Context: an optimization exercise on an open-source flow, tuned for a short achievable clock period and few clock cycles per item. The choices shown serve that exercise and are no tape-out recipe. Only simulation tests tie the RTL to the original design; equivalence was not proved. Power figures rest on the tool's default switching activity, not on a simulated workload.

<file path="flow/run.sh">
#!/bin/bash
# synth_recipe.tcl (not shown) runs the flow's synth.tcl, then flattens the netlist and writes it again
# the make line also repeats each setting of config.mk as NAME=value (left out here)
make -C /OpenROAD-flow-scripts/flow DESIGN_CONFIG=/design/flow/config.mk WORK_HOME=/design/flow/orfs CLKGATE_MAP_FILE= SYNTH_SCRIPT=/design/flow/synth_recipe.tcl finish
</file>
<file path="flow/config.mk">
export PLATFORM = sky130hd
export DESIGN_NAME = dma_read_top
export DESIGN_NICKNAME = dma_read_top
export VERILOG_FILES = /design/flow/design.v
export SDC_FILE = /design/flow/constraint.sdc
export NUM_CORES = 4
export LEC_CHECK = 0
export CAP_MARGIN = 20
export CORE_MARGIN = 2
export CORE_UTILIZATION = 40
export SLEW_MARGIN = 20
</file>
<file path="flow/constraint.sdc">
create_clock -name core_clock -period 5.0 [get_ports {i_clk}]
set_input_delay 1.0000 -clock core_clock [delete_from_list [all_inputs] [get_ports {i_clk}]]
set_output_delay 1.0000 -clock core_clock [all_outputs]
set_load 0.01 [all_outputs]
</file>
<file path="flow/design.v">
package dma_read_pkg;
   localparam int TAG_W       = 4;
   localparam int ENG_TAG_W   = 4;
   localparam int ADDR_W      = 48;
   localparam int CHUNK_BYTES = 128;
   localparam int MAX_CHUNKS  = 4;
   localparam int BEAT_W      = $clog2(MAX_CHUNKS);
   typedef logic [TAG_W-1:0]     tag_t;
   typedef logic [ENG_TAG_W-1:0] eng_tag_t;
   typedef logic [ADDR_W-1:0]    addr_t;
   typedef logic [2:0]           len_t;
   typedef struct packed {
      eng_tag_t eng_tag;
      len_t     len;
   } ctx_t;
   typedef struct packed {
      tag_t tag;
      len_t cnt;
      logic err;
   } done_t;
endpackage
`timescale 1ns/100ps
module sync_fifo #(
   parameter int  DEPTH = 16,
   parameter int  W     = 1
) (
   input  logic i_clk,
   input  logic i_rst_n,
   input  logic i_push,
   input  logic [W-1:0] i_din,
   output logic o_full,
   output logic o_v,
   input  logic i_pop,
   output logic [W-1:0] o_dout
);
   localparam int PTR_W = (DEPTH > 1) ? $clog2(DEPTH) : 1;
   logic [W-1:0]   mem [DEPTH];
   logic [PTR_W-1:0] wr_ptr;
   logic [PTR_W-1:0] rd_ptr;
   logic [PTR_W:0]   count;
   logic             do_push;
   logic             do_pop;
   assign o_full  = (count == (PTR_W+1)'(DEPTH));
   assign o_v     = (count != '0);
   assign o_dout  = mem[rd_ptr];
   assign do_push = i_push & ~o_full;
   assign do_pop  = i_pop & o_v;
   always_ff @(posedge i_clk)
   begin
      if (!i_rst_n)
      begin
         wr_ptr <= '0;
         rd_ptr <= '0;
         count  <= '0;
      end
      else
      begin
         if (do_push)
            wr_ptr <= (wr_ptr == PTR_W'(DEPTH-1)) ? '0 : wr_ptr + PTR_W'(1);
         if (do_pop)
            rd_ptr <= (rd_ptr == PTR_W'(DEPTH-1)) ? '0 : rd_ptr + PTR_W'(1);
         if (do_push && !do_pop)
            count <= count + (PTR_W+1)'(1);
         else if (do_pop && !do_push)
            count <= count - (PTR_W+1)'(1);
      end
   end
   always_ff @(posedge i_clk)
   begin
      if (do_push)
         mem[wr_ptr] <= i_din;
   end
endmodule
`timescale 1ns/100ps
module tag_free_list #(
   parameter int NUM_TAGS = 16
) (
   input  logic               i_clk,
   input  logic               i_rst_n,
   output logic               o_tag_v,
   input  logic               i_tag_r,
   output dma_read_pkg::tag_t o_tag,
   input  logic               i_free_v,
   input  dma_read_pkg::tag_t i_free_tag
);
   logic [dma_read_pkg::TAG_W:0] init_cnt;
   logic           init_done;
   logic           push;
   dma_read_pkg::tag_t           push_tag;
   logic           fifo_v;
   assign init_done = (init_cnt == (dma_read_pkg::TAG_W+1)'(NUM_TAGS));
   assign push      = ~init_done | i_free_v;
   assign push_tag  = init_done ? i_free_tag : init_cnt[dma_read_pkg::TAG_W-1:0];
   assign o_tag_v   = init_done & fifo_v;
   always_ff @(posedge i_clk)
   begin
      if (!i_rst_n)
         init_cnt <= '0;
      else if (!init_done)
         init_cnt <= init_cnt + (dma_read_pkg::TAG_W+1)'(1);
   end
   sync_fifo #(
      .DEPTH (NUM_TAGS),
      .W     (dma_read_pkg::TAG_W)
   ) tag_fifo_inst (
      .i_clk   (i_clk),
      .i_rst_n (i_rst_n),
      .i_push  (push),
      .i_din   (push_tag),
      .o_full  (),
      .o_v     (fifo_v),
      .i_pop   (o_tag_v & i_tag_r),
      .o_dout  (o_tag)
   );
endmodule
`timescale 1ns/100ps
module req_issue #(
   parameter int NUM_TAGS = 16
) (
   input  logic                   i_clk,
   input  logic                   i_rst_n,
   input  logic                   i_req_v,
   output logic                   o_req_r,
   input  dma_read_pkg::eng_tag_t i_req_eng_tag,
   input  dma_read_pkg::addr_t    i_req_addr,
   input  dma_read_pkg::len_t     i_req_len,
   input  logic                   i_tag_v,
   output logic                   o_tag_r,
   input  dma_read_pkg::tag_t     i_tag,
   output logic                   o_cmd_v,
   input  logic                   i_cmd_r,
   output dma_read_pkg::tag_t     o_cmd_tag,
   output dma_read_pkg::addr_t    o_cmd_addr,
   output dma_read_pkg::len_t     o_cmd_len,
   input  dma_read_pkg::tag_t     i_ctx_ra,
   output dma_read_pkg::ctx_t     o_ctx_rd
);
   localparam int LO_SHORT = $clog2(dma_read_pkg::CHUNK_BYTES);
   localparam int LO_LONG  = $clog2(dma_read_pkg::CHUNK_BYTES * dma_read_pkg::MAX_CHUNKS);
   logic [dma_read_pkg::ENG_TAG_W+3-1:0] ctx_mem [NUM_TAGS];
   logic issue;
   assign o_cmd_v = i_req_v & i_tag_v;
   assign o_req_r = i_tag_v & i_cmd_r;
   assign o_tag_r = i_req_v & i_cmd_r;
   assign issue   = i_req_v & i_tag_v & i_cmd_r;
   assign o_cmd_tag  = i_tag;
   assign o_cmd_len  = i_req_len;
   assign o_cmd_addr = (i_req_len == dma_read_pkg::len_t'(1)) ?
                       {i_req_addr[dma_read_pkg::ADDR_W-1:LO_SHORT], {LO_SHORT{1'b0}}} :
                       {i_req_addr[dma_read_pkg::ADDR_W-1:LO_LONG], {LO_LONG{1'b0}}};
   always_ff @(posedge i_clk)
   begin
      if (issue)
      begin
         ctx_mem[i_tag] <= {i_req_eng_tag, i_req_len};
      end
      o_ctx_rd <= ctx_mem[i_ctx_ra];
   end
endmodule
`timescale 1ns/100ps
module cpl_collect #(
   parameter int NUM_TAGS = 16,
   parameter int DATA_W   = 64
) (
   input  logic                  i_clk,
   input  logic                  i_rst_n,
   input  logic                  i_cpl_v,
   input  dma_read_pkg::tag_t    i_cpl_tag,
   input  logic [DATA_W-1:0]     i_cpl_data,
   input  logic                  i_cpl_last,
   input  logic                  i_cpl_err,
   output logic                  o_done_v,
   input  logic                  i_done_r,
   output dma_read_pkg::done_t   o_done,
   input  logic [dma_read_pkg::TAG_W+dma_read_pkg::BEAT_W-1:0] i_buf_ra,
   output logic [DATA_W-1:0]     o_buf_rd
);
   logic [dma_read_pkg::BEAT_W-1:0]   cnt_q [NUM_TAGS];
   logic [NUM_TAGS-1:0] err_q;
   logic [dma_read_pkg::BEAT_W-1:0]   cur_cnt;
   logic                cur_err;
   logic [DATA_W-1:0]   buf_mem [NUM_TAGS*dma_read_pkg::MAX_CHUNKS];
   dma_read_pkg::done_t               done_in;
   assign cur_cnt = cnt_q[i_cpl_tag];
   assign cur_err = err_q[i_cpl_tag] | i_cpl_err;
   assign done_in.tag = i_cpl_tag;
   assign done_in.cnt = dma_read_pkg::len_t'(cur_cnt) + dma_read_pkg::len_t'(1);
   assign done_in.err = cur_err;
   always_ff @(posedge i_clk)
   begin
      if (!i_rst_n)
      begin
         err_q <= '0;
         for (int t = 0; t < NUM_TAGS; t++)
         begin
            cnt_q[t] <= '0;
         end
      end
      else if (i_cpl_v)
      begin
         if (i_cpl_last)
         begin
            cnt_q[i_cpl_tag] <= '0;
            err_q[i_cpl_tag] <= 1'b0;
         end
         else
         begin
            cnt_q[i_cpl_tag] <= cur_cnt + dma_read_pkg::BEAT_W'(1);
            err_q[i_cpl_tag] <= cur_err;
         end
      end
   end
   always_ff @(posedge i_clk)
   begin
      if (i_cpl_v)
         buf_mem[{i_cpl_tag, cur_cnt}] <= i_cpl_data;
      o_buf_rd <= buf_mem[i_buf_ra];
   end
   sync_fifo #(
      .DEPTH (NUM_TAGS),
      .W     (dma_read_pkg::TAG_W + 3 + 1)   
   ) done_fifo_inst (
      .i_clk   (i_clk),
      .i_rst_n (i_rst_n),
      .i_push  (i_cpl_v & i_cpl_last),
      .i_din   (done_in),
      .o_full  (),
      .o_v     (o_done_v),
      .i_pop   (i_done_r),
      .o_dout  (o_done)
   );
endmodule
`timescale 1ns/100ps
module rsp_return #(
   parameter int NUM_TAGS = 16,
   parameter int DATA_W   = 64
) (
   input  logic                   i_clk,
   input  logic                   i_rst_n,
   input  logic                   i_done_v,
   output logic                   o_done_r,
   input  dma_read_pkg::done_t    i_done,
   output dma_read_pkg::tag_t     o_ctx_ra,
   input  dma_read_pkg::ctx_t     i_ctx_rd,
   output logic [dma_read_pkg::TAG_W+dma_read_pkg::BEAT_W-1:0] o_buf_ra,
   input  logic [DATA_W-1:0]      i_buf_rd,
   output logic                   o_rsp_v,
   output dma_read_pkg::eng_tag_t o_rsp_eng_tag,
   output logic [dma_read_pkg::BEAT_W-1:0] o_rsp_beat,
   output logic [DATA_W-1:0]      o_rsp_data,
   output logic                   o_rsp_last,
   output logic                   o_rsp_err,
   input  logic                   i_rsp_r,
   output logic                   o_free_v,
   output dma_read_pkg::tag_t     o_free_tag
);
   typedef enum logic [1:0] {
      ST_IDLE,
      ST_FETCH,
      ST_SEND
   } state_t;
   state_t            state_q;
   dma_read_pkg::tag_t              cur_tag;
   dma_read_pkg::len_t              cur_cnt;
   logic              cur_err;
   logic [dma_read_pkg::BEAT_W-1:0] beat_q;
   logic [dma_read_pkg::BEAT_W-1:0] rd_beat;
   logic              last_beat;
   logic              len_err;
   assign o_done_r = (state_q == ST_IDLE);
   assign o_ctx_ra = (state_q == ST_IDLE) ? i_done.tag : cur_tag;
   assign rd_beat  = (state_q == ST_SEND) ? beat_q + dma_read_pkg::BEAT_W'(1) : beat_q;
   assign o_buf_ra = {o_ctx_ra, rd_beat};
   assign last_beat = (dma_read_pkg::len_t'(beat_q) == i_ctx_rd.len - dma_read_pkg::len_t'(1));
   assign len_err   = (cur_cnt != i_ctx_rd.len);
   assign o_free_tag = cur_tag;
   always_ff @(posedge i_clk)
   begin
      if (!i_rst_n)
      begin
         state_q  <= ST_IDLE;
         beat_q   <= '0;
         o_rsp_v  <= 1'b0;
         o_free_v <= 1'b0;
      end
      else
      begin
         o_free_v <= 1'b0;
         case (state_q)
            ST_IDLE:
            begin
               if (i_done_v)
                  state_q <= ST_FETCH;
            end
            ST_FETCH:
            begin
               o_rsp_v <= 1'b1;
               state_q <= ST_SEND;
            end
            ST_SEND:
            begin
               if (i_rsp_r)
               begin
                  o_rsp_v <= 1'b0;
                  if (o_rsp_last)
                  begin
                     beat_q   <= '0;
                     o_free_v <= 1'b1;
                     state_q  <= ST_IDLE;
                  end
                  else
                  begin
                     beat_q  <= beat_q + dma_read_pkg::BEAT_W'(1);
                     state_q <= ST_FETCH;
                  end
               end
            end
            default:
            begin
               state_q <= ST_IDLE;
            end
         endcase
      end
   end
   always_ff @(posedge i_clk)
   begin
      if (state_q == ST_IDLE && i_done_v)
      begin
         cur_tag <= i_done.tag;
         cur_cnt <= i_done.cnt;
         cur_err <= i_done.err;
      end
      if (state_q == ST_FETCH)
      begin
         o_rsp_eng_tag <= i_ctx_rd.eng_tag;
         o_rsp_beat    <= beat_q;
         o_rsp_data    <= i_buf_rd;
         o_rsp_last    <= last_beat;
         o_rsp_err     <= last_beat & (cur_err | len_err);
      end
   end
endmodule
`timescale 1ns/100ps
module dma_read_top #(
   parameter int NUM_TAGS = 16,
   parameter int DATA_W   = 64
) (
   input  logic                   i_clk,
   input  logic                   i_rst_n,
   input  logic                   i_req_v,
   output logic                   o_req_r,
   input  dma_read_pkg::eng_tag_t i_req_eng_tag,
   input  dma_read_pkg::addr_t    i_req_addr,
   input  dma_read_pkg::len_t     i_req_len,
   output logic                   o_cmd_v,
   input  logic                   i_cmd_r,
   output dma_read_pkg::tag_t     o_cmd_tag,
   output dma_read_pkg::addr_t    o_cmd_addr,
   output dma_read_pkg::len_t     o_cmd_len,
   input  logic                   i_cpl_v,
   input  dma_read_pkg::tag_t     i_cpl_tag,
   input  logic [DATA_W-1:0]      i_cpl_data,
   input  logic                   i_cpl_last,
   input  logic                   i_cpl_err,
   output logic                   o_rsp_v,
   output dma_read_pkg::eng_tag_t o_rsp_eng_tag,
   output logic [dma_read_pkg::BEAT_W-1:0] o_rsp_beat,
   output logic [DATA_W-1:0]      o_rsp_data,
   output logic                   o_rsp_last,
   output logic                   o_rsp_err,
   input  logic                   i_rsp_r
);
   logic                    tag_v;
   logic                    tag_r;
   dma_read_pkg::tag_t                    tag;
   logic                    free_v;
   dma_read_pkg::tag_t                    free_tag;
   dma_read_pkg::tag_t                    ctx_ra;
   dma_read_pkg::ctx_t                    ctx_rd;
   logic                    done_v;
   logic                    done_r;
   dma_read_pkg::done_t                   done;
   logic [dma_read_pkg::TAG_W+dma_read_pkg::BEAT_W-1:0] buf_ra;
   logic [DATA_W-1:0]       buf_rd;
   tag_free_list #(
      .NUM_TAGS (NUM_TAGS)
   ) tag_free_list_inst (
      .i_clk      (i_clk),
      .i_rst_n    (i_rst_n),
      .o_tag_v    (tag_v),
      .i_tag_r    (tag_r),
      .o_tag      (tag),
      .i_free_v   (free_v),
      .i_free_tag (free_tag)
   );
   req_issue #(
      .NUM_TAGS (NUM_TAGS)
   ) req_issue_inst (
      .i_clk         (i_clk),
      .i_rst_n       (i_rst_n),
      .i_req_v       (i_req_v),
      .o_req_r       (o_req_r),
      .i_req_eng_tag (i_req_eng_tag),
      .i_req_addr    (i_req_addr),
      .i_req_len     (i_req_len),
      .i_tag_v       (tag_v),
      .o_tag_r       (tag_r),
      .i_tag         (tag),
      .o_cmd_v       (o_cmd_v),
      .i_cmd_r       (i_cmd_r),
      .o_cmd_tag     (o_cmd_tag),
      .o_cmd_addr    (o_cmd_addr),
      .o_cmd_len     (o_cmd_len),
      .i_ctx_ra      (ctx_ra),
      .o_ctx_rd      (ctx_rd)
   );
   cpl_collect #(
      .NUM_TAGS (NUM_TAGS),
      .DATA_W   (DATA_W)
   ) cpl_collect_inst (
      .i_clk      (i_clk),
      .i_rst_n    (i_rst_n),
      .i_cpl_v    (i_cpl_v),
      .i_cpl_tag  (i_cpl_tag),
      .i_cpl_data (i_cpl_data),
      .i_cpl_last (i_cpl_last),
      .i_cpl_err  (i_cpl_err),
      .o_done_v   (done_v),
      .i_done_r   (done_r),
      .o_done     (done),
      .i_buf_ra   (buf_ra),
      .o_buf_rd   (buf_rd)
   );
   rsp_return #(
      .NUM_TAGS (NUM_TAGS),
      .DATA_W   (DATA_W)
   ) rsp_return_inst (
      .i_clk         (i_clk),
      .i_rst_n       (i_rst_n),
      .i_done_v      (done_v),
      .o_done_r      (done_r),
      .i_done        (done),
      .o_ctx_ra      (ctx_ra),
      .i_ctx_rd      (ctx_rd),
      .o_buf_ra      (buf_ra),
      .i_buf_rd      (buf_rd),
      .o_rsp_v       (o_rsp_v),
      .o_rsp_eng_tag (o_rsp_eng_tag),
      .o_rsp_beat    (o_rsp_beat),
      .o_rsp_data    (o_rsp_data),
      .o_rsp_last    (o_rsp_last),
      .o_rsp_err     (o_rsp_err),
      .i_rsp_r       (i_rsp_r),
      .o_free_v      (free_v),
      .o_free_tag    (free_tag)
   );
endmodule
</file>
==> results by group <==
Outcome
  • Status: finished clean

Synthesis
  • Leading area contributor after synthesis: edfxtp_1
  • Largest family of logic cells by synthesized area: multiplexers
  • Mux share of post-synthesis cell area: 0.170
  • Ranking of synthesized cells by area: edfxtp_1 (77%), mux4_2 (14%), mux2i_1 (3.1%)
  • Gate Count Post-Synth: 7,735
  • Compound-Gate Fraction of Synth Area: 0.0151
  • Sequential-to-total area share from yosys stat: 0.783
  • Syn Area/Cell: 22.8 um2
  • Dominant synthesized flop cell: edfxtp_1
  • Synth Area in Adders: 0.00214
  • Top cell type's share of synthesized area: 0.768
  • Cell Area, Synth: 176,000 um2
  • Xor/xnor share of the synthesized area: 0.00143
  • Yosys reg bits: 4,644
  • Yosys warns: 6
  • Synth Area in Simple Gates: 0.0153
  • Cell variety after synth: 68
  • Fraction of registers with async set/reset: 0
  • Post-synth EDFFs: 4,512

Die
  • Core footprint: 438,000 um2
  • Die area: 446,000 um2
  • Initial Util: 0.402
  • Num ports: 261
  • Die Span X: 668 um
  • Row count: 243
  • Die Y: 668 um

STA
  • RSZ-0062 raised after global routing: no
  • Period utilisation layout: 0.879
  • Fmax: 228 MHz
  • Final Hold Viols: 0
  • Fin Hold WS: 388 ps
  • Setup TNS Final: 0 ps
  • Max-slew violation count: 0
  • Worst Slack Setup Final: 606 ps
  • Final min period: 4390 ps
  • Clock Skew: 80.7 ps
  • Final setup vio count: 0
  • Relative slew slack: 0.224
  • Actual slew at the worst max-slew pin: 1160 ps

Placement
  • RD Place Congestion: 0.786
  • HPWL Detailed: 258 mm
  • Pre-CTS worst setup slack: 283 ps
  • # port buffers: 168

Setup path
  • Crit path capture type: output pin
  • WS Path Type: flip-flop to output pin
  • Peak fanout along the critical path: 16
  • Startpoint Class: flip-flop
  • Worst Path Arrival: 3390 ps
  • FF-to-FF Start: rsp_return_inst.state_q[1]
  • Req. time, crit path: 4000 ps
  • Worst Reg2Reg Path Length in Cells: 10

Detailed routing
  • DRT iter0 DRCs: 9,175
  • Routed WL: 451 mm
  • Antenna-violating nets left: 0
  • WL per Instance: 30.8 um
  • Drt first pass iters: 6
  • Vias: 83,000
  • Via/cell ratio: 5.68
  • DRC errors left: 0

CTS
  • TritonCTS clock tree: yes
  • Clock Root Buffer: clkbuf_16
  • H-tree depth: 5
  • Clock tree buffer depth: 4
  • Post-CTS setup buffer count: 0
  • # hold bufs at CTS: 0
  • Reg clk slew, reported paths: 70 ps
  • Skew-Pair Late Insertion Delay: 1030 ps
  • PostCTS Resize Cnt: 0
  • CTS Buf Count: 464
  • Clk sink count: 4,644

Worst hold path
  • Hold WC Path Type: flip-flop to flip-flop
  • Hold Crit Start: cpl_collect_inst.o_buf_rd[59]
  • Hold depth: 0

Pwr
  • Power share of the sequential group: 0.433
  • Switching share of power: 0.284
  • P per Cell Area: 502 nW/um2
  • Net Switching: 29.1 mW
  • VDD IR-drop max: 0.391 mV
  • Internal: 73.5 mW
  • Pleak: 65.9 nW
  • Logic pwr share: 0.228
  • Clock Power Share: 0.339

Cells and area
  • Share of cells above drive strength 1: 0.264
  • Most frequent cells in the layout: edfxtp_1 (4,512), mux4_2 (1,088), mux2i_1 (541)
  • Fillcell total: 35,800
  • Most common cell after layout, fill and taps aside: edfxtp_1
  • Area grow syn2layout: 15.7%
  • Nets: 8,492

GRT
  • Initial antenna violation count: 36
  • First-pass GRT wire length: 639 mm
  • Total GRT Usage: 0.200
  • Vias in the first global route: 85,500
  • Pin count of the biggest net entering global routing: 80
  • Total gr overflow: 0

Flow run
  • Max cap viols: 0
==> synth_stat cells, drive strengths merged, types with 6 or more instances <==
cell    instances
a211oi         32
a21boi         11
a21o            7
a21oi          20
a22oi           8
a311oi         20
and2           47
and3            6
buf           289
clkbuf        153
dfxtp         132
edfxtp       4512
ha             27
inv            28
mux2            7
mux2i         543
mux4         1088
nand2         121
nand2b         10
nand3          23
nand4           6
nor2          133
nor2b          55
nor3           12
nor3b           6
o21ai          35
o22ai         256
or3             6
or4            73
xnor2          18
xor2           10
==> per-layer routing <==
metal / GRT usage / up-vias / wire, um / share of wire
met5: 0 / - / 92 / 0.00020
met1: 0.275 / 45300 / 185000 / 0.41
li1: - / 34000 / - / -
met3: 0.0302 / 690 / 31100 / 0.069
met2: 0.332 / 3069 / 222000 / 0.49
met4: 0.0578 / 14 / 13800 / 0.031
==> area by class of cell <==
class,count,area (um2),area share
multi-input cells,2625,36700,0.180
flip-flops and latches,4644,138000,0.677
diodes,11,27.5,0.000135
well taps,5880,7360,0.0360
repair buffers,567,6610,0.0324
clock inverters,242,2780,0.0136
inverters,30,113,0.000552
clock buffers,625,12500,0.0612
==> registers in the layout (all words and copies together), names as in the netlist, 2 cells and up, named ones only <==
register	cells
tag_free_list_inst.init_cnt	5
rsp_return_inst.cur_cnt	3
cpl_collect_inst.o_buf_rd	64
rsp_return_inst.state_q	2
cpl_collect_inst.err_q	16
cpl_collect_inst.done_fifo_inst.mem	128
rsp_return_inst.o_rsp_data	64
rsp_return_inst.o_rsp_eng_tag	4
req_issue_inst.o_ctx_rd	7
rsp_return_inst.o_rsp_beat	2
cpl_collect_inst.cnt_q	32
rsp_return_inst.beat_q	2
cpl_collect_inst.done_fifo_inst.wr_ptr	4
cpl_collect_inst.done_fifo_inst.rd_ptr	4
tag_free_list_inst.tag_fifo_inst.mem	64
cpl_collect_inst.buf_mem	4096
tag_free_list_inst.tag_fifo_inst.rd_ptr	4
tag_free_list_inst.tag_fifo_inst.count	5
req_issue_inst.ctx_mem	112
cpl_collect_inst.done_fifo_inst.count	5
rsp_return_inst.cur_tag	4
tag_free_list_inst.tag_fifo_inst.wr_ptr	4
==> per-stage QoR <==
step,instances,instance area (um2),power (mW),util
CTS,14600,204000,104,0.465
finish,14600,204000,103,0.466
floorplan,7741,177000,59.2,-
detailed placement,13700,189000,69.0,0.430
global placement,13700,189000,68.9,0.430
global route,14600,204000,106,0.466
==> kinds of logic after synthesis <==
family | after synthesis
compound gates | 407
buf+inv | 472
fa+ha+maj | 29
simple gates | 516
other cells | 1
xor+xnor | 28
flops | 4644
mux | 1638
==> power by group through the flow <==
stage | sequential [mW] | clock [mW] | combinational (mW)
after global placement | 45.3 | 0 | 23.6
after global routing | 44.5 | 36.8 | 24.6
after floorplan | 45.0 | 0 | 14.3
after CTS | 44.5 | 35.3 | 23.8
final | 44.4 | 34.8 | 23.4
after detailed placement | 45.3 | 0 | 23.7
==> path summary, 6_finish.rpt <==
check | end | slack (ps)
setup reg to reg | cpl_collect_inst.o_buf_rd[35] | 660
setup / recovery | o_cmd_tag[1] | 610
hold / removal | rsp_return_inst.o_rsp_data[59] | 390
hold reg to reg | rsp_return_inst.o_rsp_data[59] | 390
==> worst max-delay path, stage by stage (launching register included) <==
cell,delay [ps]
dfxtp_1,820
mux4_2,440
mux4_2,610
clkdlybuf4s50_1,530
Testbench counts, summed over its fixed seeds: cycles 19,993, beats 8,016.

-- static timing again, ports no longer ideal --
The flow's constraints put no driver on any port. The routed layout listed below was extracted and timed again, unchanged, in two steps.
Step 1, drivers: a clkbuf_16 drives i_clk and a buf_2 each remaining input, both assumed.
Step 2 times the ports against the registers' clock, not the clock port: input delays grow and output delays shrink by t, the midpoint of the rising clock arrivals with the driver on.
Slacks: ideal ports / drivers / drivers and shift; pairs: ideal ports / drivers.
shift t [ns]: 1.099
setup slack, ns: 0.606 / 0.498 / 0.178
hold slack, ns: 0.388 / 0.366 / 0.388
worst setup path at the end: input to register
worst slew at a driven data input, ns: 0.23
After both steps this run still meets setup and hold. The setup slack of this run moves by -0.108 ns with the drivers and by -0.428 ns with both steps.
